Background: an optimization exercise with open tools, aiming at small area, a short achievable clock period and few clock cycles per item. Do not read the settings as production practice.
Function was checked by simulation only, so behaviour that the tests miss may differ from the original.

**flow/flow/run.sh**
```bash
#!/bin/bash
# Standard layout with buf_4 port buffers.
export BUFFER_PORTS_ARGS="-buffer_cell sky130_fd_sc_hd__buf_4"
bash standard.sh > standard_run.log 2>&1
```
**flow/design.v**
```verilog
module temperature_calculator (
  input  logic               clk,
  input  logic               rst_n,
  input  logic               start,
  input  logic [31:0]        tc_base,
  input  logic [7:0]         tc_ref,
  input  logic [15:0]        adc_data,
  output logic               busy,
  output logic               done,
  output logic               div_zero,
  output logic signed [31:0] tempc
);
  logic [31:0] p;       
  logic [15:0] r;       
  logic [17:0] x;       
  logic [16:0] m3;      
  logic [15:0] a;       
  logic [7:0]  hl;      
  logic [5:0]  kb;      
  logic [3:0]  sh;      
  logic [3:0]  cnt;     
  logic        ph;      
  logic        first;   
  logic [2:0]  sa, sb;  
  logic        fdiv;    
  logic        satf;    
  logic        last;    
  logic        sgn;
  assign tempc = p;
  function automatic logic [2:0] onehot3(input logic [1:0] v);
    onehot3 = {v == 2'd3, v == 2'd2, v == 2'd1};
  endfunction
  logic [14:0] mag_in;
  logic [5:0]  bl_base;
  logic [3:0]  sref;
  logic [3:0]  rh_in, rl_in;
  logic        base_zero, ref_zero, mag_zero;
  logic [31:0] p_in;
  assign mag_in    = adc_data[14:0];
  assign rh_in     = tc_ref[7:4];
  assign rl_in     = tc_ref[3:0];
  assign base_zero = (tc_base == 32'd0);
  assign ref_zero  = (tc_ref == 8'd0);
  assign mag_zero  = (mag_in == 15'd0);
  always_comb begin
    bl_base = 6'd0;
    for (int i = 0; i < 32; i++) if (tc_base[i]) bl_base = 6'(i + 1);
    if      (tc_ref >= 8'd182) sref = 4'd0;
    else if (tc_ref >= 8'd128) sref = 4'd1;
    else if (tc_ref >= 8'd91)  sref = 4'd2;
    else if (tc_ref >= 8'd64)  sref = 4'd3;
    else if (tc_ref >= 8'd46)  sref = 4'd4;
    else if (tc_ref >= 8'd32)  sref = 4'd5;
    else if (tc_ref >= 8'd23)  sref = 4'd6;
    else if (tc_ref >= 8'd16)  sref = 4'd7;
    else if (tc_ref >= 8'd12)  sref = 4'd8;
    else if (tc_ref >= 8'd8)   sref = 4'd9;
    else if (tc_ref >= 8'd6)   sref = 4'd10;
    else if (tc_ref >= 8'd4)   sref = 4'd11;
    else if (tc_ref >= 8'd3)   sref = 4'd12;
    else if (tc_ref >= 8'd2)   sref = 4'd13;
    else                       sref = 4'd15;
    if (ref_zero)
      p_in = mag_zero ? 32'd0 : (adc_data[15] ? 32'h8000_0001 : 32'h7FFF_FFFF);
    else
      p_in = tc_base;
  end
  logic [16:0] pp0, pp1;
  logic [18:0] s;
  always_comb begin
    pp0 = ({17{sa[0]}} & {2'd0, x[14:0]}) | ({17{sa[1]}} & {1'd0, x[14:0], 1'b0})
        | ({17{sa[2]}} & m3);
    pp1 = ({17{sb[0]}} & {2'd0, x[14:0]}) | ({17{sb[1]}} & {1'd0, x[14:0], 1'b0})
        | ({17{sb[2]}} & m3);
  end
  assign s = {4'b0, first ? 15'd0 : r[14:0]} + {2'b0, pp0} + {pp1, 2'b0};
  logic [17:0] bsum;
  assign bsum = {2'd0, a} + (first ? {5'd0, hl, 5'd0} : {1'b0, a, 1'b0});
  logic [6:0] k_raw;
  logic [3:0] nst;
  assign k_raw = {1'b0, kb} + {3'd0, sh};
  always_comb begin
    if (k_raw > 7'd28)      nst = 4'd8;
    else if (k_raw <= 7'd8) nst = 4'd2;
    else                    nst = 4'((k_raw + 7'd3) >> 2);
  end
  logic sat_early;
  assign sat_early = (x[14] && k_raw >= 7'd34) || (x[13] && k_raw >= 7'd35);
  logic [17:0] t;
  logic [18:0] d1, d2, d3;
  assign t  = {r, p[31:30]};
  assign d1 = {1'b0, t} - {3'b0, a};
  assign d2 = {1'b0, t} - {2'b0, a, 1'b0};
  assign d3 = {1'b0, t} - {1'b0, x};
  logic [1:0]  dig;
  logic [15:0] rn;
  always_comb begin
    if (!d3[18])      begin dig = 2'd3; rn = d3[15:0]; end
    else if (!d2[18]) begin dig = 2'd2; rn = d2[15:0]; end
    else if (!d1[18]) begin dig = 2'd1; rn = d1[15:0]; end
    else              begin dig = 2'd0; rn = t[15:0];  end
  end
  logic [31:0] satval, fin;
  logic [29:0] pneg;
  logic        sat;
  assign satval = sgn ? 32'h8000_0001 : 32'h7FFF_FFFF;
  assign pneg   = ~p[29:0] + 30'd1;
  assign sat    = p[29] || satf;
  always_comb begin
    if (sat)            fin = satval;
    else if (!sgn)      fin = {p[29:0], dig};
    else if (d1[18])    fin = {pneg, 2'b00};                
    else                fin = {~p[29:0], 2'(~dig + 2'd1)};
  end
  logic start_ok, run;
  assign start_ok = start && !busy;
  assign run      = busy && !done;
  always_ff @(posedge clk) begin
    r <= ph ? rn : {1'b0, s[18:4]};
  end
  always_ff @(posedge clk) begin
    if (start_ok) begin
      x     <= {3'd0, mag_in};
      m3    <= {2'd0, mag_in} + {1'd0, mag_in, 1'b0};
      a     <= {8'(rh_in) * 8'(rh_in), 8'(rl_in) * 8'(rl_in)};
      hl    <= 8'(rh_in) * 8'(rl_in);
      kb    <= bl_base;
      sa    <= onehot3(tc_base[1:0]);
      sb    <= onehot3(tc_base[3:2]);
      fdiv  <= 1'b0;
      satf  <= 1'b0;
      sh    <= sref;
      sgn   <= adc_data[15];
      ph    <= 1'b0;
      first <= 1'b1;
      cnt   <= 4'd0;
    end else if (run) begin
      if (!ph) begin
        first <= 1'b0;
        cnt   <= cnt + 4'd1;
        sa    <= onehot3(p[5:4]);
        sb    <= onehot3(p[7:6]);
        if (first) begin
          a  <= bsum[15:0];
          kb <= {2'd0, nst};
          if (sat_early) begin
            ph   <= 1'b1;
            satf <= 1'b1;
            last <= 1'b1;
          end
        end else if (cnt + 4'd1 == kb[3:0]) begin
          ph   <= 1'b1;
          fdiv <= (kb[3:0] == 4'd8);
          x    <= bsum;
          cnt  <= 4'({kb[3:0], 1'b0} - 5'd1);
          last <= 1'b0;
        end
      end else begin
        cnt  <= cnt - 4'd1;
        fdiv <= 1'b0;
        satf <= fdiv && !d2[18];
        last <= (cnt == 4'd1) || (fdiv && !d2[18]);
      end
    end
  end
  always_ff @(posedge clk or negedge rst_n) begin
    if (!rst_n) begin
      busy     <= 1'b0;
      done     <= 1'b0;
      div_zero <= 1'b0;
      p        <= 32'd0;
    end else if (!busy) begin
      busy <= start;
      if (start) begin
        div_zero <= ref_zero;
        p        <= p_in;
        done     <= base_zero || ref_zero;
      end
    end else if (done) begin
      busy <= 1'b0;
      done <= 1'b0;
    end else if (!ph) begin
      p <= {s[3:0], p[31:4]};
    end else if (last) begin
      p    <= fin;
      done <= 1'b1;
    end else begin
      p <= {p[29:0], dig};
    end
  end
endmodule
```
**flow/constraint.sdc**
```tcl
create_clock -name core_clock -period 8.5 [get_ports {clk}]
set_input_delay 1.7000 -clock core_clock [delete_from_list [all_inputs] [get_ports {clk}]]
set_output_delay 1.7000 -clock core_clock [all_outputs]
set_load 0.01 [all_outputs]
```
**flow/standard.sh**
```bash
#!/bin/bash
# synth_recipe.tcl (not shown) runs the flow's synth.tcl, then flattens the netlist and writes it again
# the make line also repeats each setting of config.mk as NAME=value (left out here)
make -C /OpenROAD-flow-scripts/flow DESIGN_CONFIG=/design/flow/config.mk WORK_HOME=/design/flow/orfs CLKGATE_MAP_FILE= SYNTH_SCRIPT=/design/flow/synth_recipe.tcl "${@:-finish}"
```
**flow/config.mk**
```make
export PLATFORM = sky130hd
export DESIGN_NAME = temperature_calculator
export DESIGN_NICKNAME = temperature_calculator
export VERILOG_FILES = /design/flow/design.v
export SDC_FILE = /design/flow/constraint.sdc
export NUM_CORES = 4
export LEC_CHECK = 0
export CAP_MARGIN = 20
export CORE_MARGIN = 2
export CORE_UTILIZATION = 40
export CTS_BUF_LIST = sky130_fd_sc_hd__clkbuf_4 sky130_fd_sc_hd__clkbuf_8
export SETUP_SLACK_MARGIN = 5
export SLEW_MARGIN = 20
```
==> results of run 1 <==
==> cell type report <==
cell class	count	share of cell area (%)
antenna	1	0.0151
clock buffer	20	1.58
clock inverter	12	1.20
inverter	134	3.04
multi-input combinational	1350	60.5
sequential	136	21.9
tap	455	3.42
timing repair buffer	167	8.31
==> per-stage QoR <==
step / utilization (%) / instances
6_report: 48.1 / 2275
2_1_floorplan: - / 1708
4_1_cts: 46.6 / 2242
3_3_place_gp: 44.0 / 2183
3_5_place_dp: 44.0 / 2183
5_1_grt: 48.1 / 2274
==> synth_stat cells (all sizes together) (35+ instances only) <==
cell type | n | area share, %
dfrtp | 35 | 6.2
o21ai | 131 | 4.7
xnor2 | 58 | 3.6
a21oi | 141 | 5.0
inv | 134 | 3.6
nor3 | 43 | 1.6
nand2 | 126 | 3.4
edfxtp | 74 | 16
a21o | 36 | 1.9
xor2 | 37 | 2.3
clkbuf | 83 | 2.2
nor2 | 112 | 3.0
ha | 137 | 12
==> critical path, stage by stage (launching register included) <==
cell     delay, ns
dfrtp_2       0.46
or3_4         0.41
or3_4         0.38
or4_4         0.47
or4_4         0.48
or4_4         0.60
or4_1         0.43
o21ai_1       0.13
o21ai_1       0.07
==> flip-flops by register name (all words and copies together) (netlist names), 4 cells and up <==
| name | flops |
|---|---|
| a | 16 |
| cnt | 4 |
| hl | 8 |
| kb | 6 |
| m3 | 17 |
| p | 32 |
| r | 16 |
| sh | 4 |
| x | 18 |
==> kinds of logic after synthesis <==
group                    synth area share [%]
AO/OA/AOI/OAI                            28.5
XOR/XNOR                                 5.93
adder cells (fa/ha/maj)                  15.8
buffers and inverters                    5.95
flip-flops                               25.9
multiplexers                            0.526
AND/OR/NAND/NOR                          17.4
==> routing by layer <==
metal	global-route usage, %	part of all wire [%]	vias up
met1	36.2	44	6647
met3	4.37	8.0	60
met2	40.1	46	575
met4	7.40	2.0	0
li1	-	-	6545
met5	0	0	-
==> how the worst min path moves through the flow <==
stage | slack, ns | end | startpoint
CTS | 0.47 | x[16]$_SDFFE_PP0P_ | x[16]$_SDFFE_PP0P_
global placement | 0.45 | x[16]$_SDFFE_PP0P_ | x[16]$_SDFFE_PP0P_
detailed placement | 0.46 | x[16]$_SDFFE_PP0P_ | x[16]$_SDFFE_PP0P_
global route | 0.52 | x[16]$_SDFFE_PP0P_ | x[16]$_SDFFE_PP0P_
floorplan | 0.44 | x[16]$_SDFFE_PP0P_ | x[16]$_SDFFE_PP0P_
finish | 0.48 | x[16]$_SDFFE_PP0P_ | x[16]$_SDFFE_PP0P_
==> timing repair <==
item / 4_1_cts / 5_1_grt
gates resized for setup: 49 / 67
endpoints found under the setup margin: 58 / 68
setup buffers: 27 / 32
hold buffers: 0 / 0
pin swaps: 19 / 56
==> notes.md, run 1 <==
status - complete, no violations
largest net degree at the start of global routing - 65
fillers - 3,389
synth warn - 1
endpoints failing setup - 0
hold path depth - 2
CTS tree - yes
asr flop ratio synth - 25.7%
vias post-DR - 13,800
Worst Skew - 0.0197 ns
sum of negative setup slack - 0 ns
Pins Over Slew Limit - 0
r2r setup slk - 4.94 ns
critical path launch point - p[9]$_DFFE_PN0P_
period utilization - 41.9%
most frequent cells in the layout - 146 x buf_4, 129 x a21oi_1, 124 x inv_1, 124 x ha_1, 121 x nand2_1
DRT antenna net count - 0
register area - 0.00365 mm^2
initial core utilization - 40.6%
PnR worst setup slack - 4.94 ns
drt drc - 0
mapped cell area - 0.0140 mm^2
DR pass1 iterations - 9
CP Data Required Time - 8.86 ns
gpl congestion - 0.935
Cell variety after synth - 83
Setup crit start kind - flip-flop
drt wl/cell - 21.0 um
ys flop type - edfxtp_1
mean post-synth cell area - 8.22 um^2
worst reg2reg endpoint - p[19]$_DFFE_PN0P_
vias per cell - 6.08
Setup crit end - p[19]$_DFFE_PN0P_
Clock transition at path regs - 0.09 ns
share of layout cells above drive strength 1 - 16.9%
# H-tree levels - 4
area post-placement - 0.0152 mm^2
unrepaired setup endpoints after global routing - true
GRT Overall Usage - 25.6%
Nets - 2,027
initial antenna violation count - 0
Crit. End Element - flip-flop
multi-input combinational cell area - 0.0101 mm^2
Max-Cap Viols - 0
CP max FO - 8
most common cell after layout, fill and taps aside - buf_4
first-pass GRT wire length - 73,400 um
vias in the first global route - 12,900
io pins - 94
Mapped Cells - 1,708
Max-Slew Margin vs Limit - 39.5%
initial DRC count - 1,518
port bufs - 93
endpoints failing hold - 0
Rows - 68
clock latency on the worst-skew pair - 0.49 ns
Post-synth EDFFs - 74
CTS Sinks - 136
Tightest Pin Transition - 0.901 ns
Post-Layout Inst Area - 0.0166 mm^2
core footprint - 0.0345 mm^2
cells on worst reg2reg path - 8
Hold WC Path Type - reg -> reg
Die Y - 191 um
syn nets - 1,929
HPWL Detailed - 35,300 um
fin crit period - 3.56 ns
clock buffer count from CTS - 17
critical path class - reg -> reg
Die Area - 0.0366 mm^2
worst-case clock buffer depth - 2
register area share after synthesis - 25.9%
hold slack - 0.475 ns
GR Overflow Total - 0
crit path DAT - 3.92 ns
Fmax - 0.281 GHz
Crit Reg-Reg Startpoint - p[9]$_DFFE_PN0P_
dpl ws - 4.19 ns
DIE WIDTH - 191 um
flops & latches, synth - 136
DRT Wirelength - 47,700 um
area grow syn2layout - 18.4%
CTS root buf - clkbuf_8
Testbench counts, summed over its fixed seeds: cycles 10,650, items 960.
==> run 2: changes to the inputs <==
--- a/flow/config.mk
+++ b/flow/config.mk
@@ -9,5 +9,6 @@
 export CORE_MARGIN = 2
 export CORE_UTILIZATION = 40
 export CTS_BUF_LIST = sky130_fd_sc_hd__clkbuf_4 sky130_fd_sc_hd__clkbuf_8
+export PLACE_DENSITY = 0.75
 export SETUP_SLACK_MARGIN = 5
 export SLEW_MARGIN = 20
==> run 2 against run 1 <==
  * Sequential share of layout area about the same
  * Clock skew about the same
  * Die area unchanged
  * Fmax decreased by 2.6%
  * Global-route usage decreased by 0.54 points
  * Via count increased by 4.3%
  * Critical path depth increased by 3
  * Synthesized cell count unchanged
  * First-iteration DRC count increased by 27%
  * Worst setup slack got worse by 0.093 ns
  * Critical path type is now in -> reg
==> notes.md, run 2 <==
# H-tree levels - 4 (unchanged)
Tightest Pin Transition - 1.02 ns (+0.120 ns)
syn nets - 1,929 (unchanged)
CP most frequent cell - a21o_1
GR Overflow Total - 0 (unchanged)
gpl congestion - 0.994 (+6.2%)
most common cell in the netlist - a21oi_1
Pins Over Slew Limit - 0 (unchanged)
Hold WC Path Type - reg -> reg
mapped cell area - 0.0140 mm^2 (unchanged)
top cell type by total area after synthesis - edfxtp_1
max reg flops - 32 (unchanged)
Mapped Cells - 1,708 (unchanged)
GRT Overall Usage - 25.1% (-0.54 points)
core footprint - 0.0345 mm^2 (unchanged)
Crit Reg-Reg Startpoint - sa[0]$_DFFE_PP_
area post-placement - 0.0152 mm^2 (about the same)
Post-Layout Inst Area - 0.0166 mm^2 (about the same)
Synth top area share - 15.8% (unchanged)
CP max stage delay - 0.39 ns (-0.21 ns)
Worst Skew - 0.0195 ns (-0.000157 ns)
Nets - 2,046 (+0.94%)
endpoints failing hold - 0 (unchanged)
DIE WIDTH - 191 um (unchanged)
Post-synth EDFFs - 74 (unchanged)
r2r setup slk - 4.93 ns (about the same)
vias post-DR - 14,400 (+4.3%)
HPWL Detailed - 34,200 um (-2.9%)
Rows - 68 (unchanged)
initial core utilization - 40.6% (unchanged)
fin crit period - 3.66 ns (+0.0934 ns)
status - complete, no violations
Max-Cap Viols - 0 (unchanged)
Most flops, register - p
CTS Sinks - 136 (unchanged)
Hold Path End - x[16]$_SDFFE_PP0P_
sum of negative setup slack - 0 ns (unchanged)
endpoints failing setup - 0 (unchanged)
drt wl/cell - 20.8 um (-0.53%)
Die Y - 191 um (unchanged)
fillers - 3,256 (-3.9%)
area grow syn2layout - 18.5% (about the same)
unrepaired setup endpoints after global routing - true
clock latency on the worst-skew pair - 0.47 ns (-0.02 ns)
Synth top cells by count - 141 x a21oi_1, 137 x ha_1, 131 x inv_1
CP Cell Sequence - buf_12 -> ha_4 -> a21o_1 -> a21oi_2 -> nand2b_4 -> a21boi_2 -> o41a_1 -> a2111oi_4 -> o31ai_1 -> a21o_1 -> a21o_1
cells on worst reg2reg path - 13 (+5)
Setup crit start kind - primary input
most common cell after layout, fill and taps aside - buf_4
DR pass1 iterations - 7 (-2)
CP Data Required Time - 8.72 ns (-0.14 ns)
port bufs - 93 (unchanged)
most frequent cells in the layout - 169 x buf_4, 130 x a21oi_1, 127 x inv_1, 127 x ha_1, 121 x nand2_1
CP max FO - 4 (-4)
clock buffer count from CTS - 17 (unchanged)
Synth area leaders - edfxtp_1 16%, ha_1 12%, dfrtp_1 6.2%, a21oi_1 5.0%, dfxtp_1 3.8%
hold path depth - 2 (unchanged)
Fmax - 0.273 GHz (-2.6%)
crit path DAT - 3.88 ns (-0.04 ns)
DRT antenna net count - 0 (unchanged)
synth warn - 1 (unchanged)
worst-case clock buffer depth - 2 (unchanged)
Hold Path Origin - x[16]$_SDFFE_PP0P_
initial antenna violation count - 0 (unchanged)
share of layout cells above drive strength 1 - 16.7% (-0.17 points)
ys flop type - edfxtp_1
period utilization - 43.0% (+1.1 points)
register area share after synthesis - 25.9% (unchanged)
io pins - 94 (unchanged)
drt drc - 0 (unchanged)
vias per cell - 6.29 (+3.4%)
Max-Slew Margin vs Limit - 31.9% (-7.6 points)
critical path class - in -> reg
CTS root buf - clkbuf_8
Worst path slowest cell - o41a_1
worst reg2reg endpoint - r[14]$_DFF_P_
first-pass GRT wire length - 73,100 um (-0.34%)
mean post-synth cell area - 8.22 um^2 (unchanged)
CTS tree - yes
Clock transition at path regs - 0.08 ns (about the same)
largest net degree at the start of global routing - 66 (+1.5%)
Die Area - 0.0366 mm^2 (unchanged)
hold_buf cts - 0 (unchanged)
asr flop ratio synth - 25.7% (unchanged)
Cell variety after synth - 83 (unchanged)
Crit. End Element - flip-flop
biggest regs - p (32), x (18), m3 (17)
vias in the first global route - 13,500 (+4.7%)
DRT Wirelength - 47,800 um (+0.35%)
initial DRC count - 1,928 (+27%)
flops & latches, synth - 136 (unchanged)
## run 2: cell type report
type                       count  area, um^2  share of cell area, %
inverter                     134         505                   3.04
clock inverter                14         136                  0.819
antenna                        2        5.00                 0.0301
multi-input combinational   1351       10000                   60.2
tap                          455         569                   3.42
clock buffer                  18         248                   1.49
timing repair buffer         185        1520                   9.11
sequential                   136        3650                   21.9
## run 2: worst max path at each step
stage	start	to	slack, ns	depth (start not counted)
floorplan	tc_ref[1]	hl[7]$_DFFE_PP_	4.49	11
global placement	start	p[22]$_DFFE_PN0P_	4.10	11
detailed placement	start	p[22]$_DFFE_PN0P_	4.10	11
CTS	adc_data[0]	m3[16]$_DFFE_PP_	4.95	11
global route	adc_data[1]	m3[16]$_DFFE_PP_	4.79	11
finish	adc_data[1]	m3[16]$_DFFE_PP_	4.84	11
## run 2: what timing repair did
action	in CTS	in global routing
cloned	0	1
pin swaps	20	38
endpoints found under the setup margin	85	45
buffers inserted	33	45
resized for setup	62	43
## run 2: routing by layer
metal	track usage [%]	up-vias	share of wire, %
met4	9.56	0	3.4
met5	0	-	0
met2	40.8	837	47
met1	33.3	6880	40
met3	4.31	135	9.8
li1	-	6576	-
## run 2: cells by family (layout without fill, tap and decap cells)
| family | count (synthesis) | in the layout | share of synthesized area (%) |
|---|---|---|---|
| AOI/OAI and AO/OA | 597 | 597 | 28.5 |
| and+or+nand+nor | 489 | 490 | 17.4 |
| buffers and inverters | 222 | 351 | 5.95 |
| adders and majority gates | 162 | 162 | 15.8 |
| DFF | 136 | 136 | 25.9 |
| xor gates and xnor gates | 95 | 95 | 5.93 |
| muxes | 7 | 7 | 0.526 |
| other | 0 | 2 | 0 |
## run 2: stage by stage
step	setup WS, ns	hold slack [ns]	util, %	std cells
6_report	4.84	0.460	48.2	2295
4_1_cts	4.95	0.461	46.6	2247
5_1_grt	4.79	0.479	48.2	2293
3_5_place_dp	4.10	0.450	43.9	2182
2_1_floorplan	4.49	0.437	-	1708
3_3_place_gp	4.10	0.449	43.9	2182
## run 2: critical path, delay by kind of cell
family	cells	cell delay, ns
adder cells (fa/ha/maj)	1	0.23
AND/OR/NAND/NOR	1	0.16
AO/OA/AOI/OAI	8	1.67
buffers and inverters	1	0.11
==> run 3: changes to the inputs <==
--- a/flow/config.mk
+++ b/flow/config.mk
@@ -9,6 +9,5 @@
 export CORE_MARGIN = 2
 export CORE_UTILIZATION = 40
 export CTS_BUF_LIST = sky130_fd_sc_hd__clkbuf_4 sky130_fd_sc_hd__clkbuf_8
-export PLACE_DENSITY = 0.75
-export SETUP_SLACK_MARGIN = 5
+export SETUP_SLACK_MARGIN = 4.8
 export SLEW_MARGIN = 20
==> run 3 against run 2 <==
  * Still clean on timing, DRC and antenna
  * Register-to-register slack worse by 0.05 ns
  * Clock-buffer cell count down 1
  * Synthesized area unchanged
  * Routed wire length down 1.0%
==> notes.md, run 3 <==
PnR worst setup slack - 4.88 ns (+0.0323 ns)
status - complete, no violations
CTS root buf - clkbuf_8
Post-synth EDFFs - 74 (unchanged)
gpl congestion - 0.927 (-6.7%)
mean post-synth cell area - 8.22 um^2 (unchanged)
share of layout cells above drive strength 1 - 13.1% (-3.6 points)
simple-gate share of the synthesized area - 17.4% (unchanged)
worst reg2reg endpoint - p[26]$_DFFE_PN0P_
hold path depth - 2 (unchanged)
Post-Place Cells - 2,184 (+0.092%)
largest net degree at the start of global routing - 65 (-1.5%)
flops & latches, synth - 136 (unchanged)
Synth top area share - 15.8% (unchanged)
synth warn - 1 (unchanged)
post-route insts no fill - 2,247 (-2.1%)
CTS tree - yes
syn nets - 1,929 (unchanged)
top cell type by total area after synthesis - edfxtp_1
endpoints failing hold - 0 (unchanged)
DR pass1 iterations - 7 (unchanged)
CP max FO - 8 (+4)
clock buffer count from CTS - 17 (unchanged)
Fmax - 0.276 GHz (+0.89%)
port bufs - 93 (unchanged)
vias in the first global route - 13,000 (-3.9%)
dpl ws - 4.30 ns (+0.209 ns)
Most flops, register - p
Cell variety after synth - 83 (unchanged)
core footprint - 0.0345 mm^2 (unchanged)
Nets - 2,000 (-2.2%)
crit path DAT - 3.98 ns (+0.10 ns)
Max-Cap Viols - 0 (unchanged)
critical path class - reg -> reg
initial DRC count - 1,214 (-37%)
worst-case clock buffer depth - 2 (unchanged)
Die Area - 0.0366 mm^2 (unchanged)
Die Y - 191 um (unchanged)
fin crit period - 3.62 ns (-0.0323 ns)
Mapped Cells - 1,708 (unchanged)
GRT Overall Usage - 25.8% (+0.72 points)
CP Data Required Time - 8.85 ns (+0.13 ns)
Synth area leaders - edfxtp_1 16%, ha_1 12%, dfrtp_1 6.2%, a21oi_1 5.0%, dfxtp_1 3.8%
GR Overflow Total - 0 (unchanged)
CP max stage delay - 0.51 ns (+0.12 ns)
r2r setup slk - 4.88 ns (-0.05 ns)
# H-tree levels - 4 (unchanged)
mapped cell area - 0.0140 mm^2 (unchanged)
most common cell in the netlist - a21oi_1
biggest regs - p (32), x (18), m3 (17)
mux share of post-synthesis cell area - 0.526% (unchanged)
unrepaired setup endpoints after global routing - true
max reg flops - 32 (unchanged)
Crit. End Element - flip-flop
area grow syn2layout - 14.2%
endpoints failing setup - 0 (unchanged)
Clock transition at path regs - 0.09 ns (about the same)
initial core utilization - 40.6% (unchanged)
Hold Path Origin - x[16]$_SDFFE_PP0P_
most frequent cells in the layout - 133 x buf_4, 132 x a21oi_1, 131 x ha_1
asr flop ratio synth - 25.7% (unchanged)
drt drc - 0 (unchanged)
DIE WIDTH - 191 um (unchanged)
hold_buf cts - 0 (unchanged)
Max-Slew Margin vs Limit - 33.0% (+1.1 points)
antenna cells - 0 (-2)
most common cell after layout, fill and taps aside - buf_4
HPWL Detailed - 35,700 um (+4.2%)
Hold WC Path Type - reg -> reg
Pins Over Slew Limit - 0 (unchanged)
Synth top cells by count - 141 x a21oi_1, 137 x ha_1, 131 x inv_1
CP Buf/Inv Count - 0 (-1)
Hold Path End - x[16]$_SDFFE_PP0P_
sum of negative setup slack - 0 ns (unchanged)
DRT antenna net count - 0 (unchanged)
Crit Reg-Reg Startpoint - p[8]$_DFFE_PN0P_
cell family with most CP delay - simple AND/OR/NAND/NOR gates
largest family of logic cells by synthesized area - compound AO/OA/AOI/OAI gates
Worst path slowest cell - or4_1
first-pass GRT wire length - 73,600 um (+0.68%)
io pins - 94 (unchanged)
vias post-DR - 13,700 (-5.1%)
ys flop type - edfxtp_1
CP Cell Sequence - or3_4 -> or3_4 -> or4_4 -> or4_4 -> nor3_4 -> nand4_1 -> or4_1 -> o21ai_1 -> o21ai_1
cells on worst reg2reg path - 9 (-4)
Setup crit start kind - flip-flop
Synth Area in Adders - 15.8% (unchanged)
post-synthesis compound-gate area fraction - 28.5% (unchanged)
register area share after synthesis - 25.9% (unchanged)
Tightest Pin Transition - 0.998 ns (-0.0236 ns)
clock latency on the worst-skew pair - 0.49 ns (+0.02 ns)
initial antenna violation count - 2 (+2)
vias per cell - 6.09 (-3.1%)
drt wl/cell - 21.1 um (+1.1%)
period utilization - 42.6% (-0.38 points)
DRT Wirelength - 47,400 um (-1.0%)
Post-Synth XOR/XNOR Area - 5.93% (unchanged)
Worst Skew - 0.0206 ns (+0.00109 ns)
CTS Sinks - 136 (unchanged)
Rows - 68 (unchanged)
==> run 3: worst max-delay path by stage <==
stage / startpoint / end / slack (ns) / cells past startpoint
detailed placement: tc_ref[4] / p[25]$_DFFE_PN0P_ / 4.30 / 8
global route: sb[0]$_DFFE_PP_ / r[11]$_DFF_P_ / 4.73 / 14
global placement: tc_ref[4] / p[25]$_DFFE_PN0P_ / 4.29 / 8
floorplan: tc_ref[1] / hl[7]$_DFFE_PP_ / 4.49 / 11
finish: p[8]$_DFFE_PN0P_ / p[26]$_DFFE_PN0P_ / 4.88 / 9
CTS: a[2]$_DFFE_PP_ / p[21]$_DFFE_PN0P_ / 4.75 / 11
==> run 3: metal layers <==
metal | global-route usage, % | wire [um]
met5 | 0 | 27
met4 | 6.78 | 850
met3 | 5.34 | 3890
met2 | 41.0 | 21800
met1 | 35.6 | 20800
==> run 3: metrics by stage <==
step / hold slack (ns) / instance area [um^2] / util (%)
after floorplan: 0.437 / 14200 / -
after detailed placement: 0.456 / 15200 / 44.0
after global placement: 0.451 / 15200 / 44.0
after global routing: 0.509 / 16000 / 46.4
after CTS: 0.470 / 15800 / 45.7
final: 0.466 / 16000 / 46.4
==> run 3: cell type report <==
| type | count | area (um^2) |
|---|---|---|
| Clock buffer | 17 | 234 |
| Tap cell | 455 | 569 |
| Clock inverter | 15 | 193 |
| Multi-Input combinational cell | 1350 | 9820 |
| Timing Repair Buffer | 140 | 1080 |
| Inverter | 134 | 503 |
| Sequential cell | 136 | 3640 |
| Fill cell | 3459 | 18500 |
==> run 3: logic make-up (layout without fill, tap and decap cells) <==
| family | Yosys count | count (layout) |
|---|---|---|
| compound gates | 597 | 597 |
| xor+xnor | 95 | 95 |
| fa+ha+maj | 162 | 162 |
| buf+inv | 222 | 306 |
| flops | 136 | 136 |
| mux | 7 | 7 |
| simple gates | 489 | 489 |
==> run 3: worst register-to-register path, cell delays in order, from the launching register on <==
cell     delay (ns)
dfrtp_1        0.50
or3_4          0.46
or3_4          0.38
or4_4          0.47
or4_4          0.49
nor3_4         0.23
nand4_1        0.23
or4_1          0.52
o21ai_1        0.13
o21ai_1        0.09
==> run 3: repair_timing <==
item	CTS	global route
gates resized for setup	11	30
buffers inserted	19	12
pin swaps	4	13
endpoints found under the setup margin	41	40
==> run 4: changes to the inputs <==
--- a/flow/config.mk
+++ b/flow/config.mk
@@ -9,5 +9,5 @@
 export CORE_MARGIN = 2
 export CORE_UTILIZATION = 40
 export CTS_BUF_LIST = sky130_fd_sc_hd__clkbuf_4 sky130_fd_sc_hd__clkbuf_8
-export SETUP_SLACK_MARGIN = 4.8
+export SETUP_SLACK_MARGIN = 4.5
 export SLEW_MARGIN = 20
==> run 4 against run 3 <==
  * Sequential share of layout area rose by 0.49 points
  * Critical path type is now in -> reg
  * Highest routed layer is now met4
  * Routed wire length fell by 2.4%
  * Global-route usage fell by 0.53 points
  * Worst setup slack got worse by 0.26 ns
==> notes.md, run 4 <==
status - complete, no violations
CTS tree - yes
area grow syn2layout - 11.7%
Worst path depth - 11 (+2)
crit path DAT - 4.11 ns (+0.13 ns)
cells on worst reg2reg path - 8 (-1)
initial DRC count - 1,471 (+21%)
unrepaired setup endpoints after global routing - false
Die Area - 0.0366 mm^2 (unchanged)
CP max stage delay - 0.42 ns (-0.09 ns)
worst reg2reg endpoint - p[25]$_DFFE_PN0P_
clock buffer count from CTS - 17 (unchanged)
Worst Skew - 0.0165 ns (-0.00404 ns)
max reg flops - 32 (unchanged)
first-pass GRT wire length - 72,400 um (-1.7%)
endpoints failing hold - 0 (unchanged)
hold_buf cts - 0 (unchanged)
Synth top area share - 15.8% (unchanged)
critical path class - in -> reg
synth warn - 1 (unchanged)
initial antenna violation count - 0 (-2)
CP max FO - 4 (-4)
ys flop type - edfxtp_1
Rows - 68 (unchanged)
Most flops, register - p
sum of negative setup slack - 0 ns (unchanged)
Pins Over Slew Limit - 0 (unchanged)
HPWL Detailed - 35,400 um (-0.87%)
initial core utilization - 40.6% (unchanged)
share of layout cells above drive strength 1 - 10.4% (-2.7 points)
Setup crit end - m3[16]$_DFFE_PP_
Synth top cells by count - 141 x a21oi_1, 137 x ha_1, 131 x inv_1
CP Cell Sequence - buf_4 -> ha_1 -> a21o_1 -> a21oi_1 -> nand2b_1 -> a21boi_1 -> o41a_1 -> a2111oi_4 -> o31ai_1 -> a21o_1 -> a21o_1
top cell type by total area after synthesis - edfxtp_1
gpl congestion - 0.935 (+0.87%)
Tightest Pin Transition - 1.00 ns (+0.00571 ns)
Cell variety after synth - 83 (unchanged)
CTS root buf - clkbuf_8
register area share after synthesis - 25.9% (unchanged)
period utilization - 45.7% (+3.1 points)
Max-Cap Viols - 0 (unchanged)
vias per cell - 6.07 (-0.42%)
antenna cells - 0 (unchanged)
DRT antenna net count - 0 (unchanged)
io pins - 94 (unchanged)
mean post-synth cell area - 8.22 um^2 (unchanged)
DRT Wirelength - 46,200 um (-2.4%)
Crit Reg-Reg Startpoint - p[7]$_DFFE_PN0P_
biggest regs - p (32), x (18), m3 (17)
# H-tree levels - 4 (unchanged)
Max-Slew Margin vs Limit - 32.9% (-0.18 points)
CP most frequent cell - a21o_1
largest net degree at the start of global routing - 66 (+1.5%)
Crit. End Element - flip-flop
vias post-DR - 13,500 (-1.3%)
Synth area leaders - edfxtp_1 16%, ha_1 12%, dfrtp_1 6.2%, a21oi_1 5.0%, dfxtp_1 3.8%
asr flop ratio synth - 25.7% (unchanged)
GR Overflow Total - 0 (unchanged)
CTS Sinks - 136 (unchanged)
clock latency on the worst-skew pair - 0.47 ns (-0.02 ns)
core footprint - 0.0345 mm^2 (unchanged)
vias in the first global route - 12,700 (-2.3%)
Clock transition at path regs - 0.09 ns (about the same)
critical path launch point - adc_data[1]
drt drc - 0 (unchanged)
most common cell after layout, fill and taps aside - a21oi_1
dpl ws - 4.15 ns (-0.159 ns)
Worst path slowest cell - o41a_1
CP Data Required Time - 8.72 ns (-0.13 ns)
Setup crit start kind - primary input
CP Buf/Inv Count - 1 (+1)
Post-synth EDFFs - 74 (unchanged)
port bufs - 93 (unchanged)
most frequent cells in the layout - 140 x a21oi_1, 136 x ha_1, 129 x inv_1
mapped cell area - 0.0140 mm^2 (unchanged)
flops & latches, synth - 136 (unchanged)
Mapped Cells - 1,708 (unchanged)
PnR worst setup slack - 4.61 ns (-0.264 ns)
cell family with most CP delay - compound AO/OA/AOI/OAI gates
Nets - 1,980 (-1.0%)
GRT Overall Usage - 25.3% (-0.53 points)
syn nets - 1,929 (unchanged)
fin crit period - 3.89 ns (+0.264 ns)
DIE WIDTH - 191 um (unchanged)
worst-case clock buffer depth - 2 (unchanged)
DR pass1 iterations - 6 (-1)
most common cell in the netlist - a21oi_1
Fmax - 0.257 GHz (-6.8%)
r2r setup slk - 4.66 ns (-0.22 ns)
Die Y - 191 um (unchanged)
endpoints failing setup - 0 (unchanged)
Hold WC Path Type - reg -> reg
drt wl/cell - 20.8 um (-1.5%)
==> run 4: worst min-delay path by stage <==
stage          cells after the start          startpoint  slack, ns                  to
2_1_floorplan                      2  x[16]$_SDFFE_PP0P_       0.44  x[16]$_SDFFE_PP0P_
3_3_place_gp                       2  x[16]$_SDFFE_PP0P_       0.45  x[16]$_SDFFE_PP0P_
3_5_place_dp                       2  x[16]$_SDFFE_PP0P_       0.45  x[16]$_SDFFE_PP0P_
4_1_cts                            2  x[16]$_SDFFE_PP0P_       0.46  x[16]$_SDFFE_PP0P_
5_1_grt                            2  x[16]$_SDFFE_PP0P_       0.49  x[16]$_SDFFE_PP0P_
6_report                           2  x[16]$_SDFFE_PP0P_       0.46  x[16]$_SDFFE_PP0P_
==> run 4: repair_timing <==
item,in CTS,in global routing
resized for setup,1,4
pin swaps,0,1
setup buffers,0,11
setup endpoints to repair,2,32
gates cloned,0,0
hold endpoints to repair,0,0
==> run 4: per-stage QoR <==
| stage | cells | hold slack, ns | util [%] | instance area, um^2 |
|---|---|---|---|---|
| after floorplan | 1708 | 0.437 | - | 14200 |
| after global placement | 2184 | 0.452 | 43.9 | 15200 |
| after detailed placement | 2184 | 0.451 | 43.9 | 15200 |
| after CTS | 2216 | 0.463 | 45.1 | 15600 |
| after global routing | 2227 | 0.494 | 45.4 | 15700 |
| final | 2227 | 0.463 | 45.4 | 15700 |
==> run 4: layer usage <==
layer | up-vias | track usage, % | wire length [um]
met5 | - | 0 | 0
met4 | 0 | 6.51 | 828
met3 | 48 | 4.13 | 3210
met2 | 497 | 39.2 | 20800
met1 | 6538 | 36.4 | 21400
li1 | 6431 | - | -
==> run 4: layout make-up <==
cell class / instances / area (um^2)
clock buffer: 18 / 241
tap: 455 / 569
fill: 3488 / 18900
inverter: 134 / 503
sequential: 136 / 3640
multi-input combinational: 1350 / 9650
timing repair buffer: 120 / 901
clock inverter: 14 / 175
==> run 4: worst register-to-register path: stages, from the launching register on <==
cell	delay (ns)
dfrtp_1	0.56
or3_4	0.42
or3_1	0.42
or4_4	0.49
or4_4	0.47
nor3_2	0.29
nand4_2	0.26
or4_1	0.57
a32o_1	0.26
==> run 4: cell families after synthesis <==
group	count (synthesis)	share of synthesized area (%)
AOI/OAI and AO/OA	597	28.5
and+or+nand+nor	489	17.4
buffers and inverters	222	5.95
adders and majority gates	162	15.8
DFF	136	25.9
xor gates and xnor gates	95	5.93
muxes	7	0.526
==> run 5: changes to the inputs <==
--- a/flow/design.v
+++ b/flow/design.v
@@ -76,16 +76,17 @@
   assign s = {4'b0, first ? 15'd0 : r[14:0]} + {2'b0, pp0} + {pp1, 2'b0};
   logic [17:0] bsum;
   assign bsum = {2'd0, a} + (first ? {5'd0, hl, 5'd0} : {1'b0, a, 1'b0});
-  logic [6:0] k_raw;
+  logic [6:0] ks, k_raw;
   logic [3:0] nst;
-  assign k_raw = {1'b0, kb} + {3'd0, sh};
+  assign ks    = {1'b0, kb} + {3'd0, sh};
+  assign k_raw = (x[14] || sh == 4'd0) ? ks : ks - 7'd1;
   always_comb begin
     if (k_raw > 7'd28)      nst = 4'd8;
     else if (k_raw <= 7'd8) nst = 4'd2;
     else                    nst = 4'((k_raw + 7'd3) >> 2);
   end
   logic sat_early;
-  assign sat_early = (x[14] && k_raw >= 7'd34) || (x[13] && k_raw >= 7'd35);
+  assign sat_early = (x[14] && ks >= 7'd34) || (x[13] && ks >= 7'd35) || (x[12] && ks >= 7'd36);
   logic [17:0] t;
   logic [18:0] d1, d2, d3;
   assign t  = {r, p[31:30]};
--- a/flow/config.mk
+++ b/flow/config.mk
@@ -9,5 +9,5 @@
 export CORE_MARGIN = 2
 export CORE_UTILIZATION = 40
 export CTS_BUF_LIST = sky130_fd_sc_hd__clkbuf_4 sky130_fd_sc_hd__clkbuf_8
-export SETUP_SLACK_MARGIN = 4.5
+export SETUP_SLACK_MARGIN = 5
 export SLEW_MARGIN = 20
==> run 5 against run 4 <==
  * Still clean on timing, DRC and antenna
  * Register-to-register slack improved by 0.19 ns
  * Via count rose by 6.9%
  * Clock-buffer cell count is 5 higher
  * Global-route usage rose by 1.1 points
  * Clock skew is essentially flat
  * Critical path type unchanged
  * Largest cell class unchanged
==> notes.md, run 5 <==
status - complete, no violations
mean post-synth cell area - 8.05 um^2 (-2.1%)
hold_buf cts - 0 (unchanged)
syn nets - 2,006 (+4.0%)
period utilization - 43.5% (-2.3 points)
crit path DAT - 3.93 ns (-0.18 ns)
core footprint - 0.0355 mm^2 (+2.7%)
port bufs - 93 (unchanged)
synth warn - 1 (unchanged)
Clock transition at path regs - 0.08 ns (about the same)
gpl congestion - 0.942 (+0.67%)
critical path class - in -> reg
fin crit period - 3.69 ns (-0.194 ns)
antenna cells - 0 (unchanged)
dpl ws - 4.15 ns (-0.0000700 ns)
Crit. End Element - flip-flop
endpoints failing hold - 0 (unchanged)
most frequent cells in the layout - 162 x nor2_1, 155 x buf_4, 139 x o21ai_0
most common cell after layout, fill and taps aside - nor2_1
Most flops, register - p
DR pass1 iterations - 8 (+2)
Die Area - 0.0374 mm^2 (+2.1%)
GRT Overall Usage - 26.4% (+1.1 points)
PnR worst setup slack - 4.81 ns (+0.194 ns)
share of layout cells above drive strength 1 - 16.5% (+6.1 points)
hold slack - 0.472 ns (+0.00893 ns)
first-pass GRT wire length - 78,600 um (+8.5%)
CTS root buf - clkbuf_8
DRT Wirelength - 50,600 um (+9.5%)
met3 routed WL - 3650 um (+14%)
Tightest Pin Transition - 0.977 ns (-0.0260 ns)
area grow syn2layout - 17.9%
Hold WC Path Type - reg -> reg
Pins Over Slew Limit - 0 (unchanged)
worst-case clock buffer depth - 2 (unchanged)
CP max stage delay - 0.53 ns (+0.11 ns)
sum of negative setup slack - 0 ns (unchanged)
asr flop ratio synth - 25.7% (unchanged)
top cell type by total area after synthesis - edfxtp_1
Post-synth EDFFs - 74 (unchanged)
vias in the first global route - 13,700 (+8.2%)
biggest regs - p (32), x (18), m3 (17)
drt wl/cell - 21.4 um (+3.2%)
met1 wire length - 22,400 um (+4.4%)
initial antenna violation count - 1 (+1)
register area share after synthesis - 25.4% (-0.55 points)
Mapped Cells - 1,782 (+4.3%)
CP Cell Sequence - buf_8 -> and2_4 -> fa_1 -> inv_1 -> fa_1 -> inv_2 -> ha_4 -> a21o_1 -> a21oi_2 -> o21bai_1 -> a21oi_2 -> xnor2_1
Rows - 69 (+1.5%)
mapped cell area - 0.0143 mm^2 (+2.2%)
Synth top cells by count - 167 x nor2_1, 151 x o21ai_0, 140 x ha_1
vias per cell - 6.12 (+0.85%)
max reg flops - 32 (unchanged)
HPWL Detailed - 36,800 um (+4.0%)
GR Overflow Total - 0 (unchanged)
unrepaired setup endpoints after global routing - true
DRT antenna net count - 0 (unchanged)
flops & latches, synth - 136 (unchanged)
CP max FO - 2 (-2)
initial core utilization - 40.4% (-0.22 points)
clock latency on the worst-skew pair - 0.50 ns (+0.03 ns)
endpoints failing setup - 0 (unchanged)
drt drc - 0 (unchanged)
top layer reached by signal wires - met5
CP Data Required Time - 8.74 ns (+0.02 ns)
largest net degree at the start of global routing - 72 (+9.1%)
# H-tree levels - 4 (unchanged)
vias post-DR - 14,400 (+6.9%)
Fmax - 0.271 GHz (+5.3%)
most common cell in the netlist - nor2_1
Die Y - 193 um (+1.1%)
Worst path slowest cell - fa_1
Nets - 2,111 (+6.6%)
Worst Skew - 0.0167 ns (+0.000171 ns)
clock buffer count from CTS - 17 (unchanged)
DIE WIDTH - 193 um (+1.1%)
metal2 WL - 23,200 um (+12%)
fillers - 3,476 (-0.34%)
Max-Cap Viols - 0 (unchanged)
Max-Slew Margin vs Limit - 34.8% (+2.0 points)
Synth area leaders - edfxtp_1 15%, ha_1 12%, dfrtp_1 6.1%, o21ai_0 5.3%, a21oi_1 4.6%
Setup crit start kind - primary input
CTS tree - yes
Synth top area share - 15.5% (-0.34 points)
io pins - 94 (unchanged)
Post-Layout Inst Area - 0.0169 mm^2 (+7.8%)
CTS Sinks - 136 (unchanged)
ys flop type - edfxtp_1
Cell variety after synth - 79 (-4.8%)
area post-placement - 0.0155 mm^2 (+2.5%)
initial DRC count - 1,727 (+17%)
-- run 5: kinds of logic (layout without fill, tap and decap cells) --
kind of cell	Yosys count	count (layout)	synth area share, %
fa+ha+maj	165	165	15.7
mux	12	12	0.855
simple gates	552	552	18.7
compound gates	597	598	27.6
flops	136	136	25.4
xor+xnor	98	98	5.98
buf+inv	222	339	5.86
-- run 5: final cells by class --
type / instances / area, um^2 / share of cell area [%]
multi-input combinational: 1425 / 10400 / 61.3
sequential: 136 / 3650 / 21.6
timing repair buffer: 173 / 1390 / 8.24
tap: 461 / 577 / 3.41
inverter: 134 / 510 / 3.02
clock buffer: 23 / 292 / 1.72
clock inverter: 9 / 124 / 0.733
-- run 5: layer usage --
| layer | global-route usage [%] | up-vias |
|---|---|---|
| met5 | 0 | - |
| met4 | 9.27 | 2 |
| met3 | 4.92 | 82 |
| met2 | 42.3 | 589 |
| met1 | 35.7 | 7004 |
| li1 | - | 6772 |
-- run 5: through the flow --
| step | std cells | utilization [%] |
|---|---|---|
| floorplan | 1782 | - |
| global placement | 2262 | 43.7 |
| detailed placement | 2262 | 43.8 |
| CTS | 2335 | 46.5 |
| global route | 2361 | 47.6 |
| finish | 2361 | 47.6 |
-- run 5: worst paths after layout --
path,endpoint,depth (start not counted),slack [ns],from
max,hl[7]$_DFFE_PP_,12,4.81,tc_ref[2]
min,x[17]$_SDFFE_PP0P_,2,0.47,x[17]$_SDFFE_PP0P_
max reg2reg,r[13]$_DFF_P_,15,4.85,sa[0]$_DFFE_PP_
min reg2reg,x[17]$_SDFFE_PP0P_,2,0.47,x[17]$_SDFFE_PP0P_
max in group asynchronous,p[6]$_DFFE_PN0P_,1,6.95,rst_n
min in group asynchronous,p[14]$_DFFE_PN0P_,1,1.17,rst_n
-- run 5: timing repair --
| action | CTS | global route |
|---|---|---|
| setup endpoints to repair | 65 | 77 |
| resized for setup | 45 | 57 |
| pin swaps | 34 | 37 |
| buffers inserted | 39 | 26 |
| cloned | 2 | 0 |
-- run 5: worst max-delay path: cells and delay by family --
| family | cells | cell delay (ns) |
|---|---|---|
| adder cells (fa/ha/maj) | 3 | 1.23 |
| AO/OA/AOI/OAI | 4 | 0.57 |
| buffers and inverters | 3 | 0.20 |
| XOR/XNOR | 1 | 0.08 |
| AND/OR/NAND/NOR | 1 | 0.15 |
Testbench counts of run 5, summed over its fixed seeds: cycles 10,545, items 960.
==> run 6: changes to the inputs <==
--- a/flow/config.mk
+++ b/flow/config.mk
@@ -9,5 +9,5 @@
 export CORE_MARGIN = 2
 export CORE_UTILIZATION = 40
 export CTS_BUF_LIST = sky130_fd_sc_hd__clkbuf_4 sky130_fd_sc_hd__clkbuf_8
-export SETUP_SLACK_MARGIN = 5
+export SETUP_SLACK_MARGIN = 4.8
 export SLEW_MARGIN = 20
==> run 6 against run 5 <==
  * Still clean on timing, DRC and antenna
  * Largest cell class unchanged
  * Hold slack better by 0.0066 ns
  * Critical path depth did not move
  * Worst setup slack worse by 0.0069 ns
==> notes.md, run 6 <==
largest net degree at the start of global routing - 72 (unchanged)
Rows - 69 (unchanged)
Max-Slew Margin vs Limit - 36.2% (+1.4 points)
fillers - 3,481 (+0.14%)
critical path class - in -> reg
Most flops, register - p
Crit. End Element - flip-flop
io pins - 94 (unchanged)
max reg flops - 32 (unchanged)
Fmax - 0.270 GHz (-0.19%)
vias in the first global route - 13,500 (-2.1%)
endpoints failing hold - 0 (unchanged)
dpl ws - 4.18 ns (+0.0336 ns)
Pins Over Slew Limit - 0 (unchanged)
GR Overflow Total - 0 (unchanged)
CP most frequent cell - fa_1
most frequent cells in the layout - 166 x nor2_1, 144 x o21ai_0, 136 x nand2_1
# H-tree levels - 4 (unchanged)
unrepaired setup endpoints after global routing - true
Worst Skew - 0.0232 ns (+0.00650 ns)
initial antenna violation count - 1 (unchanged)
drt drc - 0 (unchanged)
DRT antenna net count - 0 (unchanged)
Worst path slowest cell - fa_1
Post-Place Cells - 2,263 (+0.044%)
drt wl/cell - 21.6 um (+0.66%)
sum of negative setup slack - 0 ns (unchanged)
crit path DAT - 3.95 ns (+0.02 ns)
Post-synth EDFFs - 74 (unchanged)
DRT Wirelength - 50,100 um (-1.0%)
mean post-synth cell area - 8.05 um^2 (unchanged)
CTS root buf - clkbuf_8
area grow syn2layout - 14.3%
CP Buf/Inv Count - 3 (unchanged)
Clock transition at path regs - 0.08 ns (about the same)
period utilization - 43.5% (+0.081 points)
gpl congestion - 0.914 (-3.0%)
CP max FO - 10 (+8)
GRT Overall Usage - 25.9% (-0.55 points)
Synth area leaders - edfxtp_1 15%, ha_1 12%, dfrtp_1 6.1%, o21ai_0 5.3%, a21oi_1 4.6%
top cell type by total area after synthesis - edfxtp_1
Cell variety after synth - 79 (unchanged)
hold slack - 0.478 ns (+0.00658 ns)
antenna cells - 0 (unchanged)
Die Area - 0.0374 mm^2 (unchanged)
Mapped Cells - 1,782 (unchanged)
flops & latches, synth - 136 (unchanged)
Synth top cells by count - 167 x nor2_1, 151 x o21ai_0, 140 x ha_1
CTS Sinks - 136 (unchanged)
most common cell after layout, fill and taps aside - nor2_1
register area share after synthesis - 25.4% (unchanged)
fin crit period - 3.70 ns (+0.00687 ns)
synth warn - 1 (unchanged)
asr flop ratio synth - 25.7% (unchanged)
most common cell in the netlist - nor2_1
ys flop type - edfxtp_1
core footprint - 0.0355 mm^2 (unchanged)
Max-Cap Viols - 0 (unchanged)
r2r setup slk - 4.89 ns (+0.04 ns)
vias per cell - 6.14 (+0.36%)
Nets - 2,072 (-1.8%)
post-route insts no fill - 2,322 (-1.7%)
Setup crit start kind - primary input
endpoints failing setup - 0 (unchanged)
Hold WC Path Type - reg -> reg
Synth top area share - 15.5% (unchanged)
clock buffer count from CTS - 17 (unchanged)
initial core utilization - 40.4% (unchanged)
CTS tree - yes
CP Data Required Time - 8.75 ns (about the same)
DR pass1 iterations - 8 (unchanged)
cell family with most CP delay - adder cells
vias post-DR - 14,300 (-1.3%)
clock latency on the worst-skew pair - 0.51 ns (about the same)
CP Cell Sequence - buf_6 -> and2_4 -> fa_1 -> inv_1 -> fa_1 -> inv_2 -> ha_4 -> a21o_1 -> a21oi_2 -> o21bai_1 -> a21oi_1 -> xnor2_1
initial DRC count - 1,583 (-8.3%)
PnR worst setup slack - 4.80 ns (-0.00687 ns)
HPWL Detailed - 37,500 um (+2.0%)
worst-case clock buffer depth - 2 (unchanged)
status - complete, no violations
CP max stage delay - 0.53 ns (about the same)
mapped cell area - 0.0143 mm^2 (unchanged)
DIE WIDTH - 193 um (unchanged)
syn nets - 2,006 (unchanged)
share of layout cells above drive strength 1 - 13.3% (-3.3 points)
Die Y - 193 um (unchanged)
first-pass GRT wire length - 76,800 um (-2.2%)
biggest regs - p (32), x (18), m3 (17)
Tightest Pin Transition - 0.957 ns (-0.0205 ns)
port bufs - 93 (unchanged)
fin util - 46.2% (-1.4 points)
==> run 6: cell counts after synthesis <==
Identical to the previous run, type by type.
==> run 6: cell families (layout without fill, tap and decap cells) <==
kind of cell,count (synthesis),after routing,share of synthesized area (%)
xor+xnor,98,98,5.98
buf+inv,222,301,5.86
flops,136,136,25.4
simple gates,552,552,18.7
mux,12,12,0.855
fa+ha+maj,165,165,15.7
compound gates,597,597,27.6
==> run 6: area by class of cell <==
class | count | area, um^2 | share of cell area [%]
inverters | 134 | 503 | 3.07
flip-flops and latches | 136 | 3650 | 22.2
clock buffers | 19 | 262 | 1.59
repair buffers | 135 | 1050 | 6.43
well taps | 461 | 577 | 3.52
multi-input cells | 1424 | 10200 | 61.9
clock inverters | 13 | 200 | 1.22
==> run 6: path summary, 6_finish.rpt <==
check | from | to | depth (start not counted)
setup / recovery | tc_ref[2] | hl[7]$_DFFE_PP_ | 12
hold / removal | x[15]$_SDFFE_PP0P_ | x[15]$_SDFFE_PP0P_ | 2
setup reg to reg | sa[0]$_DFFE_PP_ | r[14]$_DFF_P_ | 14
hold reg to reg | x[15]$_SDFFE_PP0P_ | x[15]$_SDFFE_PP0P_ | 2
max in group asynchronous | rst_n | p[6]$_DFFE_PN0P_ | 1
min in group asynchronous | rst_n | p[22]$_DFFE_PN0P_ | 1
==> run 6: timing repair <==
action / in CTS / in global routing
setup buffers: 18 / 9
hold buffers: 0 / 0
setup endpoints to repair: 40 / 41
resized for setup: 18 / 42
pin swaps: 8 / 30
==> run 6: worst min-delay path: stages (launching register included) <==
cell and delay [ns]:
dfxtp_1 0.32, nand3_1 0.05, o21ai_0 0.06
==> run 6: per-layer routing <==
metal	up-vias	wire length (um)	GRT usage [%]
met4	0	883	6.90
met5	-	0	0
met1	6894	22300	35.6
li1	6689	-	-
met3	72	3820	4.32
met2	607	23100	42.0
==> run 6: metrics by stage <==
step / area [um^2]
finish: 16400
detailed placement: 15500
global route: 16400
CTS: 16100
global placement: 15500
floorplan: 14400
==> run 7: changes to the inputs <==
--- a/flow/design.v
+++ b/flow/design.v
@@ -21,6 +21,7 @@
   logic [3:0]  cnt;     
   logic        ph;      
   logic        first;   
+  logic        second;  
   logic [2:0]  sa, sb;  
   logic        fdiv;    
   logic        satf;    
@@ -75,18 +76,17 @@
   end
   assign s = {4'b0, first ? 15'd0 : r[14:0]} + {2'b0, pp0} + {pp1, 2'b0};
   logic [17:0] bsum;
-  assign bsum = {2'd0, a} + (first ? {5'd0, hl, 5'd0} : {1'b0, a, 1'b0});
-  logic [6:0] ks, k_raw;
+  assign bsum = {2'd0, a} + (second ? {5'd0, hl, 5'd0} : {1'b0, a, 1'b0});
+  logic [6:0] k_raw;
   logic [3:0] nst;
-  assign ks    = {1'b0, kb} + {3'd0, sh};
-  assign k_raw = (x[14] || sh == 4'd0) ? ks : ks - 7'd1;
+  assign k_raw = {1'b0, kb} + {3'd0, sh};
   always_comb begin
     if (k_raw > 7'd28)      nst = 4'd8;
-    else if (k_raw <= 7'd8) nst = 4'd2;
+    else if (k_raw <= 7'd12) nst = 4'd3;
     else                    nst = 4'((k_raw + 7'd3) >> 2);
   end
   logic sat_early;
-  assign sat_early = (x[14] && ks >= 7'd34) || (x[13] && ks >= 7'd35) || (x[12] && ks >= 7'd36);
+  assign sat_early = (x[14] && k_raw >= 7'd34) || (x[13] && k_raw >= 7'd35);
   logic [17:0] t;
   logic [18:0] d1, d2, d3;
   assign t  = {r, p[31:30]};
@@ -124,7 +124,8 @@
       x     <= {3'd0, mag_in};
       m3    <= {2'd0, mag_in} + {1'd0, mag_in, 1'b0};
       a     <= {8'(rh_in) * 8'(rh_in), 8'(rl_in) * 8'(rl_in)};
-      hl    <= 8'(rh_in) * 8'(rl_in);
+      hl    <= tc_ref;
+      second <= 1'b0;
       kb    <= bl_base;
       sa    <= onehot3(tc_base[1:0]);
       sb    <= onehot3(tc_base[3:2]);
@@ -137,18 +138,21 @@
       cnt   <= 4'd0;
     end else if (run) begin
       if (!ph) begin
-        first <= 1'b0;
-        cnt   <= cnt + 4'd1;
+        first  <= 1'b0;
+        second <= first;
+        cnt    <= cnt + 4'd1;
         sa    <= onehot3(p[5:4]);
         sb    <= onehot3(p[7:6]);
         if (first) begin
-          a  <= bsum[15:0];
+          hl <= 8'(hl[7:4]) * 8'(hl[3:0]);
           kb <= {2'd0, nst};
           if (sat_early) begin
             ph   <= 1'b1;
             satf <= 1'b1;
             last <= 1'b1;
           end
+        end else if (second) begin
+          a  <= bsum[15:0];
         end else if (cnt + 4'd1 == kb[3:0]) begin
           ph   <= 1'b1;
           fdiv <= (kb[3:0] == 4'd8);
--- a/flow/config.mk
+++ b/flow/config.mk
@@ -9,5 +9,5 @@
 export CORE_MARGIN = 2
 export CORE_UTILIZATION = 40
 export CTS_BUF_LIST = sky130_fd_sc_hd__clkbuf_4 sky130_fd_sc_hd__clkbuf_8
-export SETUP_SLACK_MARGIN = 4.8
+export SETUP_SLACK_MARGIN = 5
 export SLEW_MARGIN = 20
==> run 7 against run 6 <==
  * Die area up 1.3%
  * Global-route usage increased by 0.52 points
  * Via count increased by 2.5%
  * Final cell count is 1.5% higher
  * Clock-buffer cell count fell by 2
  * Largest cell class unchanged
  * Highest routed layer unchanged
==> notes.md, run 7 <==
most common cell in the netlist - nand2_1
fillers - 3,537 (+1.6%)
Max-Slew Margin vs Limit - 43.7% (+7.5 points)
core footprint - 0.0357 mm^2 (+0.49%)
area grow syn2layout - 16.3%
Hold WC Path Type - reg -> reg
drt wl/cell - 21.7 um (+0.62%)
Mapped Cells - 1,796 (+0.79%)
Tightest Pin Transition - 0.823 ns (-0.133 ns)
# H-tree levels - 4 (unchanged)
gpl congestion - 0.952 (+4.2%)
GRT Overall Usage - 26.4% (+0.52 points)
Rows - 69 (unchanged)
drt drc - 0 (unchanged)
ys flop type - edfxtp_1
most common cell after layout, fill and taps aside - nand2_1
crit path DAT - 4.21 ns (+0.26 ns)
Die Y - 195 um (+0.63%)
vias per cell - 6.20 (+0.98%)
critical path class - reg -> reg
CP most frequent cell - fa_2
mean post-synth cell area - 8.09 um^2 (+0.49%)
cell family with most CP delay - compound AO/OA/AOI/OAI gates
largest net degree at the start of global routing - 73 (+1.4%)
DIE WIDTH - 195 um (+0.63%)
Synth area leaders - edfxtp_1 15%, ha_1 12%, dfrtp_1 6.0%, a21oi_1 5.4%, nand2_1 4.1%
max reg flops - 32 (unchanged)
fin util - 47.4% (+1.2 points)
CTS tree - yes
most frequent cells in the layout - 157 x nand2_1, 152 x nor2_1, 151 x a21oi_1
Pins Over Slew Limit - 0 (unchanged)
share of layout cells above drive strength 1 - 15.3% (+2.0 points)
Die Area - 0.0379 mm^2 (+1.3%)
period utilization - 45.3% (+1.8 points)
Nets - 2,104 (+1.5%)
endpoints failing setup - 0 (unchanged)
Clock transition at path regs - 0.10 ns (+0.02 ns)
first-pass GRT wire length - 78,100 um (+1.7%)
Most flops, register - p
hold_buf cts - 0 (unchanged)
top cell type by total area after synthesis - edfxtp_1
Max-Cap Viols - 0 (unchanged)
Synth top area share - 15.3% (-0.20 points)
biggest regs - p (32), x (18), m3 (17)
CP Data Required Time - 8.86 ns (+0.11 ns)
status - complete, no violations
CTS root buf - clkbuf_8
Crit. End Element - flip-flop
clock buffer count from CTS - 17 (unchanged)
asr flop ratio synth - 25.5% (-0.19 points)
Worst Skew - 0.0212 ns (-0.00202 ns)
vias post-DR - 14,600 (+2.5%)
sum of negative setup slack - 0 ns (unchanged)
initial core utilization - 40.7% (+0.32 points)
fin crit period - 3.85 ns (+0.152 ns)
Post-synth EDFFs - 74 (unchanged)
worst-case clock buffer depth - 2 (unchanged)
endpoints failing hold - 0 (unchanged)
Cell variety after synth - 84 (+6.3%)
CP max FO - 3 (-7)
flops & latches, synth - 137 (+0.74%)
Worst path slowest cell - fa_2
initial antenna violation count - 1 (unchanged)
DRT antenna net count - 0 (unchanged)
mapped cell area - 0.0145 mm^2 (+1.3%)
synth warn - 1 (unchanged)
syn nets - 2,018 (+0.60%)
unrepaired setup endpoints after global routing - true
initial DRC count - 1,658 (+4.7%)
DR pass1 iterations - 14 (+6)
CP max stage delay - 0.50 ns (-0.03 ns)
register area share after synthesis - 25.2% (-0.18 points)
DRT Wirelength - 51,200 um (+2.1%)
CP Cell Sequence - a222oi_1 -> inv_1 -> fa_2 -> fa_2 -> a211oi_4 -> o21ai_2 -> a311o_1 -> a31o_2 -> a21o_1 -> a31oi_1 -> xor2_1 -> o22ai_1
Synth top cells by count - 159 x nand2_1, 157 x nor2_1, 156 x a21oi_1
GR Overflow Total - 0 (unchanged)
CP Buf/Inv Count - 1 (-2)
CTS Sinks - 137 (+0.74%)
io pins - 94 (unchanged)
port bufs - 93 (unchanged)
HPWL Detailed - 37,400 um (-0.21%)
vias in the first global route - 13,500 (+0.59%)
Fmax - 0.260 GHz (-3.9%)
clock latency on the worst-skew pair - 0.52 ns (about the same)
Setup crit start kind - flip-flop
==> run 7: path summary, 6_finish.rpt <==
path	start	to	slack, ns	cells past startpoint
min in group asynchronous	rst_n	p[24]$_DFFE_PN0P_	1.16	1
hold / removal	x[17]$_SDFFE_PP0P_	x[17]$_SDFFE_PP0P_	0.49	2
setup / recovery	sa[0]$_DFFE_PP_	r[13]$_DFF_P_	4.65	12
max in group asynchronous	rst_n	p[31]$_DFFE_PN0P_	6.93	1
setup reg to reg	sa[0]$_DFFE_PP_	r[13]$_DFF_P_	4.65	12
hold reg to reg	x[17]$_SDFFE_PP0P_	x[17]$_SDFFE_PP0P_	0.49	2
==> run 7: what timing repair did <==
action / 4_1_cts / 5_1_grt
endpoints found under the setup margin: 52 / 37
gates cloned: 1 / 0
pin swaps: 23 / 36
setup buffers: 29 / 14
resized for setup: 47 / 42
==> run 7: per-layer routing <==
layer	routed length (um)	global-route usage (%)
met5	0	0
met1	22100	36.2
met3	4610	5.21
met2	22900	41.1
met4	1570	10.1
==> run 7: logic make-up after synthesis <==
kind of cell / after synthesis / synth area share [%]
and+or+nand+nor: 584 / 19.9
DFF: 137 / 25.2
AOI/OAI and AO/OA: 587 / 26.8
adders and majority gates: 163 / 15.4
muxes: 22 / 1.64
buffers and inverters: 213 / 5.51
xor gates and xnor gates: 90 / 5.53
==> run 7: cell type report <==
| class | instances | area (um^2) | share of cell area (%) |
|---|---|---|---|
| Clock inverter | 15 | 211 | 1.25 |
| Inverter | 127 | 480 | 2.84 |
| Sequential cell | 137 | 3670 | 21.7 |
| Timing Repair Buffer | 152 | 1190 | 7.05 |
| Tap cell | 461 | 577 | 3.41 |
| Clock buffer | 17 | 234 | 1.38 |
| Antenna cell | 1 | 2.50 | 0.0148 |
| Multi-Input combinational cell | 1447 | 10500 | 62.3 |
==> run 7: through the flow <==
stage	std cells	cell area [um^2]	hold slack [ns]	worst slack, ns
after global placement	2280	15700	0.468	3.88
after CTS	2342	16600	0.486	4.76
final	2357	16900	0.485	4.65
after floorplan	1796	14600	0.442	5.00
after global routing	2356	16900	0.514	4.56
after detailed placement	2280	15700	0.470	3.76
==> run 7: worst reg2reg max path, delay by kind of cell, from the launching register on <==
family | cells | cell delay [ns]
xor+xnor | 1 | 0.20
fa+ha+maj | 2 | 0.94
flops | 1 | 0.47
compound gates | 8 | 1.96
buf+inv | 1 | 0.12
Testbench counts of run 7, summed over its fixed seeds: cycles 10,650, items 960.

==> what the ideal ports hide <==
In the flow no input, the clock included, has a driving cell. The finished layouts below were timed again as built, in two steps. Step 1 sets driving cells, clkbuf_16 on the clock port and buf_2 on the other inputs (assumed; they add their load-dependent delay and slew). Step 2 moves the port delays by t, midway between the first and last clock arrival at a register: inputs arrive t later, outputs are due t later. That takes back most of the time a late clock gives input paths. Three values: no drivers, after step 1, after step 2; two values: the first two.
run | t, ns | setup WS [ns] | hold WS [ns] | worst slew at a driven data input, ns | pins driven straight from the clock port
run 1 | 0.529 | 4.936 / 4.936 / 4.451 | 0.475 / 0.475 / 0.475 | 0.08 | 1
run 2 | 0.512 | 4.843 / 4.842 / 4.331 | 0.460 / 0.460 / 0.460 | 0.07 | 1
run 3 | 0.528 | 4.875 / 4.875 / 4.359 | 0.466 / 0.466 / 0.466 | 0.07 | 1
run 4 | 0.512 | 4.611 / 4.636 / 4.125 | 0.463 / 0.463 / 0.463 | 0.07 | 1
run 5 | 0.536 | 4.806 / 4.815 / 4.279 | 0.472 / 0.472 / 0.472 | 0.09 | 1
run 6 | 0.546 | 4.799 / 4.816 / 4.270 | 0.478 / 0.478 / 0.478 | 0.06 | 1
run 7 | 0.553 | 4.647 / 4.647 / 4.554 | 0.485 / 0.485 / 0.485 | 0.05 | 1
After both steps every run listed still meets setup and hold. The setup slack of run 6, which loses most, moves by +0.017 ns with the drivers and by -0.529 ns with both steps.
